This design comes from an exercise in tuning for small area, a short achievable clock period and few clock cycles on the open sky130 flow, not from production work. The RTL was checked by simulation tests, not by an equivalence proof against the original design. Power figures rest on the tool's default switching activity, not on a simulated workload.

==> trial 75 <==
==> flow/design.v (excerpt) <==
module cobra_stream_core #(
  parameter int XLEN  = 32,
  parameter int NREGS = 32,
  parameter int SW_W  = 16,
  parameter int PC_W  = 10
) (
  input  logic            clk_i,
  input  logic            rst_ni,
  output logic [PC_W-1:0] pc_o,
  input  logic [31:0]     instr_i,
  input  logic [SW_W-1:0] sw_i,
  input  logic            sw_valid_i,
  output logic            sw_ready_o,
  output logic [XLEN-1:0] out_o,
  output logic            out_valid_o,
  input  logic            out_ready_i,
  output logic            halted_o
);
==> flow/config.mk <==
export PLATFORM = sky130hd
export DESIGN_NAME = cobra_stream_core
export DESIGN_NICKNAME = cobra_stream_core
export VERILOG_FILES = /design/flow/design.v
export SDC_FILE = /design/flow/constraint.sdc
export NUM_CORES = 4
export LEC_CHECK = 0
export CAP_MARGIN = 20
export CORE_MARGIN = 2
export CORE_UTILIZATION = 45
export CTS_BUF_LIST = sky130_fd_sc_hd__clkbuf_16
export CTS_CLUSTER_DIAMETER = 60
export CTS_CLUSTER_SIZE = 22
export PLACE_DENSITY = 0.55
export SLEW_MARGIN = 20
==> flow/constraint.sdc <==
create_clock -name core_clock -period 15.0 [get_ports {clk_i}]
set_input_delay 3.0000 -clock core_clock [delete_from_list [all_inputs] [get_ports {clk_i}]]
set_output_delay 3.0000 -clock core_clock [all_outputs]
set_load 0.01 [all_outputs]
standard.sh (not shown) runs the stock make flow with config.mk's settings and CLKGATE_MAP_FILE= SYNTH_SCRIPT=/design/flow/synth_recipe.tcl, a recipe that flattens the netlist after the stock synthesis.
==> flow/flow/run.sh <==
#!/bin/bash
# The standard layout (the standard.sh, unchanged synthesis, floorplan, power grid,
# placement, CTS and routing) with one change: timing repair aims for a setup slack of
# SETUP_SLACK_MARGIN ns instead of 0, so it keeps improving paths below the clock period.
# The SDC and the clock period are the standard flow's, untouched.
set -o pipefail
cd "$(dirname "$0")/.."
MARGIN=$(cat flow/margin.txt)
bash standard.sh SETUP_SLACK_MARGIN="$MARGIN" finish > flow_make.log 2>&1
==> flow/flow/margin.txt <==
10.4
==> trial 44: changes against trial 75 <==
--- a/flow/design.v
+++ b/flow/design.v
@@ -1305,15 +1305,15 @@
     if (e_li)   res = res | XLEN'($signed(e_imm));
   end
   assign wdata = e_in ? XLEN'(sw_i) : res;
   assign adv = ~halted_q & ~e_halt
              & ~(e_in & ~sw_valid_i)
              & ~(e_out & out_vld_q & ~out_ready_i)
              & ~(e_mul & ~m_busy);
-  assign we  = e_wen & (~e_mul | m_busy);
+  assign we  = e_wen & (~e_in | sw_valid_i) & (~e_mul | m_busy);
   assign pc_o = pc_q;
   logic [3:0]        op;
   logic [RA_W-1:0]   wa, ra1, ra2;
   logic [3:0]        fn;
   logic [2:0]        cond;
   logic [XLEN-1:0]   rd1, rd2;
   logic              pred, early;
@@ -1386,31 +1386,31 @@
         pc_q   <= mispred ? e_alt : pred ? pc_tgt : pc_seq;
       end
     end
   end
   always_ff @(posedge clk_i) begin
     if (adv) begin
       e_wa    <= wa;
+      e_sub   <= op == OP_BR || fn == 4'd1 || fn == 4'd8 || fn == 4'd9;
       e_isub  <= op == OP_ALU && fn == 4'd1;
       e_add   <= op == OP_ALU && (fn == 4'd0 || fn == 4'd1);
       e_and   <= op == OP_ALU && fn == 4'd2;
       e_or    <= op == OP_ALU && fn == 4'd3;
       e_xor   <= op == OP_ALU && fn == 4'd4;
       e_sh    <= op == OP_ALU && (fn == 4'd5 || fn == 4'd6 || fn == 4'd7);
+      e_left  <= fn == 4'd5;
+      e_arith <= fn == 4'd7;
       e_slt   <= op == OP_ALU && fn == 4'd8;
       e_sltu  <= op == OP_ALU && fn == 4'd9;
+      e_cond  <= cond;
+      e_imm   <= instr_i[22:0];
+      e_alt   <= pred ? pc_seq : pc_tgt;
       opa     <= rd1;
+      opb     <= rd2;
     end
-    e_sub   <= op == OP_BR || fn == 4'd1 || fn == 4'd8 || fn == 4'd9;
-    e_left  <= fn == 4'd5;
-    e_arith <= fn == 4'd7;
-    e_cond  <= cond;
-    e_imm   <= instr_i[22:0];
-    e_alt   <= pred ? pc_seq : pc_tgt;
-    opb     <= rd2;
     m_r0 <= mt_r0;
     m_r1 <= mt_r1;
     m_r2 <= mt_r2;
     m_top <= mt_top;
     if (we) rf[e_wa] <= wdata;
   end
   always_ff @(posedge clk_i or negedge rst_ni) begin
- CORE_UTILIZATION: 45 -> 35
- PLACE_DENSITY: 0.55 -> 0.45
==> build 19: changes against trial 75 <==
--- a/flow/design.v
+++ b/flow/design.v
@@ -1386,31 +1386,31 @@
         pc_q   <= mispred ? e_alt : pred ? pc_tgt : pc_seq;
       end
     end
   end
   always_ff @(posedge clk_i) begin
     if (adv) begin
       e_wa    <= wa;
+      e_sub   <= op == OP_BR || fn == 4'd1 || fn == 4'd8 || fn == 4'd9;
       e_isub  <= op == OP_ALU && fn == 4'd1;
       e_add   <= op == OP_ALU && (fn == 4'd0 || fn == 4'd1);
       e_and   <= op == OP_ALU && fn == 4'd2;
       e_or    <= op == OP_ALU && fn == 4'd3;
       e_xor   <= op == OP_ALU && fn == 4'd4;
       e_sh    <= op == OP_ALU && (fn == 4'd5 || fn == 4'd6 || fn == 4'd7);
+      e_left  <= fn == 4'd5;
+      e_arith <= fn == 4'd7;
       e_slt   <= op == OP_ALU && fn == 4'd8;
       e_sltu  <= op == OP_ALU && fn == 4'd9;
+      e_cond  <= cond;
+      e_imm   <= instr_i[22:0];
+      e_alt   <= pred ? pc_seq : pc_tgt;
       opa     <= rd1;
+      opb     <= rd2;
     end
-    e_sub   <= op == OP_BR || fn == 4'd1 || fn == 4'd8 || fn == 4'd9;
-    e_left  <= fn == 4'd5;
-    e_arith <= fn == 4'd7;
-    e_cond  <= cond;
-    e_imm   <= instr_i[22:0];
-    e_alt   <= pred ? pc_seq : pc_tgt;
-    opb     <= rd2;
     m_r0 <= mt_r0;
     m_r1 <= mt_r1;
     m_r2 <= mt_r2;
     m_top <= mt_top;
     if (we) rf[e_wa] <= wdata;
   end
   always_ff @(posedge clk_i or negedge rst_ni) begin
==> summary of the runs <==
- Against trial 75, the maximum frequency of build 19 is lower by about 1.9%.
- Worst setup slack, highest first: trial 44, trial 75, build 19.
- Combinational power: trial 75 > trial 44 > build 19.
- Cell count, highest first: trial 44, build 19, trial 75.
- The lowest sequential share of layout area belongs to trial 44, the highest to trial 75.
Testbench counts of trial 75, summed over its fixed seeds: cycles 283,099.
Testbench counts of trial 44, summed over its fixed seeds: cycles 283,099.
Testbench counts of build 19, summed over its fixed seeds: cycles 283,099.

========
==> trial 45: inputs <==
cobra_stream_core again, from the RTL that the note above started with.
clock: 15.0 ns
lec_check: 0
cap_margin: 20
core_margin: 2
core_utilization: 45
cts_buf_list: sky130_fd_sc_hd__clkbuf_8
cts_cluster_diameter: 40
cts_cluster_size: 12
place_density: 0.55
slew_margin: 20
==> flow/flow/margin.txt <==
10.3
Scripts as last shown in full above: flow/flow/run.sh
==> build 29 (differences from trial 45) <==
==> flow/flow/margin.txt (replaced) <==
10.4
Settings changed: CORE_UTILIZATION 45 to 35, CTS_BUF_LIST sky130_fd_sc_hd__clkbuf_8 to sky130_fd_sc_hd__clkbuf_16, CTS_CLUSTER_DIAMETER 40 to 60, CTS_CLUSTER_SIZE 12 to 22, PLACE_DENSITY 0.55 to 0.45.
==> notes <==
Against trial 45, the non-clock buffer count of build 29 is higher by 110.
Against build 29, the maximum frequency of trial 45 is lower by 0.96%.
Between build 29 and trial 45, the lower power is in trial 45 (gap 0.93%, measured against trial 45).
Global-route usage: build 29 is lower than trial 45 (6.6 points).
Between trial 45 and build 29, the lower via count is in build 29 (gap about 0.65%, measured against build 29).
In build 29 the clock power is larger than in trial 45, by about 2%.
Between build 29 and trial 45, the lower wire length is in trial 45 (gap 10%, measured against trial 45).
Testbench counts of trial 45, summed over its fixed seeds: cycles 283,099.
Testbench counts of build 29, summed over its fixed seeds: cycles 283,099.

[static timing again, ports no longer ideal]
In the flow no input, the clock included, has a driving cell. The finished layouts below were timed again as built, in two steps. Step 1 sets driving cells, clkbuf_16 on the clock port and buf_2 on the other inputs (assumed; they add their load-dependent delay and slew). Step 2, shift: input delay + t, output delay - t, t = (earliest + latest rising clock arrival at the registers) / 2. This alone moves slack from input paths to output paths. a / b / c = ideal / step 1 / step 2; a / b = the first two.
| run | t, ns | slack for setup (ns) | worst hold slack (ns) | worst setup path at the end |
|---|---|---|---|---|
| trial 75 | 0.883 | 10.289 / 10.342 / 9.479 | 0.473 / 0.473 / 0.473 | input to register |
| trial 44 | 0.900 | 10.325 / 10.357 / 9.458 | 0.429 / 0.429 / 0.429 | input to register |
| build 19 | 0.853 | 10.200 / 10.204 / 9.350 | 0.468 / 0.468 / 0.468 | input to register |
| trial 45 | 1.082 | 10.205 / 10.259 / 9.194 | 0.475 / 0.475 / 0.475 | input to register |
| build 29 | 0.877 | 10.251 / 10.310 / 9.433 | 0.475 / 0.475 / 0.475 | input to register |
After both steps every run listed still meets setup and hold. For trial 45, which loses most, drivers alone change the setup slack by +0.054 ns; drivers and shift together by -1.011 ns.
